What follows belongs to an exercise in optimizing a design on an open flow for small area, a short achievable clock period and few clock cycles per item; a production flow would make more cautious choices.
Function was checked by simulation only, so behaviour that the tests miss may differ from the original.
Power figures rest on the tool's default switching activity, not on a simulated workload.

==> flow/design.v (excerpt) <==
module framed_ascii_decimal_parser #(
	parameter int MAX_CHARS = 63,
	parameter int MAX_FRAC_DIGITS = 6
) (
	input wire logic clk,
	input wire logic arst_n,
	input wire logic s_tvalid,
	output logic s_tready,
	input wire logic [7:0] s_tdata,
	output logic m_tvalid,
	input wire logic m_tready,
	output logic [55:0] m_tdata,
	output logic [2:0] m_tuser,
	input wire logic cfg_valid,
	output logic cfg_ready,
	input wire logic cfg_index,
	input wire logic [7:0] cfg_data
);
For scale: about 1100 cells after synthesis, ~160 flip-flops, about 0.0084 mm² of cells after synthesis.
clock: 5.5 ns
lec_check: 0
abc_area: 1
cap_margin: 20
core_margin: 2
core_utilization: 40
cts_buf_list: sky130_fd_sc_hd__clkbuf_8
setup_slack_margin: 3.2
slew_margin: 20
tns_end_percent: 10
standard.sh (not shown) runs the stock make flow with config.mk's settings and CLKGATE_MAP_FILE= SYNTH_SCRIPT=/design/flow/synth_recipe.tcl, a recipe that flattens the netlist after the stock synthesis.
==> flow/flow/run.sh <==
#!/bin/bash
# The standard layout (the standard.sh: ORFS synthesis to finish) with two
# changes: plain buf_2 cells as the port buffers (every port still gets one),
# and no adder-cell mapping in synthesis, so abc maps the adders as plain logic.
# standard.sh's output goes to standard.log.
export BUFFER_PORTS_ARGS="-buffer_cell sky130_fd_sc_hd__buf_2"
export ADDER_MAP_FILE=
bash standard.sh > standard.log 2>&1
The baseline produced a clean layout.
Testbench counts at the start, summed over its fixed seeds: cycles 12,722, items 1,200.
Next try:
--- a/flow/config.mk
+++ b/flow/config.mk
@@ -12,4 +12,4 @@
 export CTS_BUF_LIST = sky130_fd_sc_hd__clkbuf_8
-export SETUP_SLACK_MARGIN = 3.2
+export SETUP_SLACK_MARGIN = 3.35
 export SLEW_MARGIN = 20
-export TNS_END_PERCENT = 10
+export TNS_END_PERCENT = 3
Routed wire length goes up by about 1%.
Cell count came out higher by about 0.35%.
Flip-flop and latch count does not change.
Clock skew went up by 0.0031 ns.
Count of clock-buffer cells in the layout stays the same.
First-iteration DRC count climbs by about 5%.
Design area is higher by 1.2%.
Power rises by about 1.4%.
Next try:
==> flow/flow/run.sh (replaced) <==
#!/bin/bash
# The standard layout (standard.sh: ORFS synthesis to finish) with three
# changes that leave the registers as the standard synthesis makes them:
#  - plain buf_2 cells as the port buffers (every port still gets one);
#  - no adder-cell mapping in synthesis, so abc maps the adders as logic;
#  - abc maps the logic with its area mapper (flow/abc_amap.script).
# The synthesis script is synth_recipe.tcl, sourced after a wrapper that only
# swaps the script abc is given. Each tool's output is in standard.log and in
# ORFS's own logs under orfs/logs.
set -euo pipefail
W=$PWD
export BUFFER_PORTS_ARGS="-buffer_cell sky130_fd_sc_hd__buf_2"
export ADDER_MAP_FILE=
export FADP_ABC_SCRIPT="$W/flow/abc_amap.script"
cat > "$W/flow_synth.tcl" <<TCL
proc abc {args} {
  set i [lsearch -exact \$args -script]
  if {\$i >= 0} { lset args [expr {\$i + 1}] \$::env(FADP_ABC_SCRIPT) }
  yosys abc {*}\$args
}
source $W/synth_recipe.tcl
TCL
sed "s#SYNTH_SCRIPT=[^ ]*#SYNTH_SCRIPT=$W/flow_synth.tcl#" standard.sh > my_standard.sh
bash my_standard.sh > standard.log 2>&1
==> flow/flow/abc_amap.script (new file) <==
strash
dch
amap
topo
stime -c
buffer -c
upsize -c
dnsize -c
--- a/flow/config.mk
+++ b/flow/config.mk
@@ -14,2 +14,2 @@
 export SLEW_MARGIN = 20
-export TNS_END_PERCENT = 3
+export TNS_END_PERCENT = 10
=> Synthesized cell count went down by 21%; total power went down by 0.39%; wire length went up by 2.6%; cell count went down by 14%.
Next try:
==> flow/flow/run.sh (replaced) <==
#!/bin/bash
# The standard layout (the standard.sh: ORFS synthesis to finish) with two
# changes: plain buf_2 cells as the port buffers (every port still gets one),
# and no adder-cell mapping in synthesis, so abc maps the adders as plain logic.
# standard.sh's output goes to standard.log.
export BUFFER_PORTS_ARGS="-buffer_cell sky130_fd_sc_hd__buf_2"
export ADDER_MAP_FILE=
bash standard.sh > standard.log 2>&1
--- a/flow/config.mk
+++ b/flow/config.mk
@@ -14,2 +14,2 @@
 export SLEW_MARGIN = 20
-export TNS_END_PERCENT = 10
+export TNS_END_PERCENT = 0
removed: flow/flow/abc_amap.script
The changed run passed the timing, DRC and antenna checks.
Clock-buffer cell count does not change.
Maximum frequency climbs by 33%.
Hold slack gets better by 0.016 ns.
Synthesized cell count is higher by 27%.
Total power is higher by 0.51%.
Worst setup slack is better by 0.74 ns.
Sequential power barely changes.
Area after synthesis increases by 6.7%.
Cell area rises by 2.9%.
Clock power is lower by about 0.8%.
Wire length goes down by 1.1%.
Next try:
--- a/flow/config.mk
+++ b/flow/config.mk
@@ -12,4 +12,3 @@
 export CTS_BUF_LIST = sky130_fd_sc_hd__clkbuf_8
-export SETUP_SLACK_MARGIN = 3.35
+export SETUP_SLACK_MARGIN = 3.2
 export SLEW_MARGIN = 20
-export TNS_END_PERCENT = 0
Clock-buffer cell count does not change.
Via count came out higher by 0.48%.
Sequential cell count is unchanged.
Final cell count stays flat.
Power climbs by 1.6%.
Sequential power is about the same.
Design area rose by 0.58%.
Synthesized cell count is unchanged.
Next try:
--- a/flow/config.mk
+++ b/flow/config.mk
@@ -12,3 +12,5 @@
 export CTS_BUF_LIST = sky130_fd_sc_hd__clkbuf_8
-export SETUP_SLACK_MARGIN = 3.2
+export GPL_ROUTABILITY_DRIVEN = 0
+export SETUP_SLACK_MARGIN = 3.35
 export SLEW_MARGIN = 20
+export TNS_END_PERCENT = 3
Effect:
- The changed run completed with no timing, DRC or antenna violations
- worst setup slack barely changes
- fmax is about the same
- non-clock buffer count went down by 5
- global-route usage came out lower by 0.20 points
- sequential power barely changes

==> re-timing with driven ports <==
No port has a modelled driver above. Below, the same layouts with a new extraction and two added sets of constraints. Step 1, drivers: a clkbuf_16 drives clk and a buf_2 each remaining input, both assumed. Step 2 moves the port delays by t, midway between the first and last clock arrival at a register: inputs arrive t later, outputs are due t later. That takes back most of the time a late clock gives input paths. Slacks: ideal ports / drivers / drivers and shift; pairs: ideal ports / drivers.
| run | shift t [ns] | setup WS [ns] | worst setup path after step 2 | clock arrival spread, ns |
|---|---|---|---|---|
| the first run | 0.495 | 3.190 / 3.152 / 3.296 | register to register | 0.017 / 0.018 |
| the second run | 0.503 | 3.255 / 3.217 / 3.328 | input to register | 0.025 / 0.024 |
| the third run | 0.498 | 2.534 / 2.534 / 2.534 | register to register | 0.012 / 0.012 |
| the fourth run | 0.502 | 3.277 / 3.239 / 3.285 | register to register | 0.020 / 0.019 |
| the fifth run | 0.506 | 3.255 / 3.214 / 3.258 | register to register | 0.014 / 0.014 |
| the sixth run | 0.503 | 3.255 / 3.217 / 3.328 | input to register | 0.025 / 0.024 |
After both steps setup and hold are still met in every run listed.
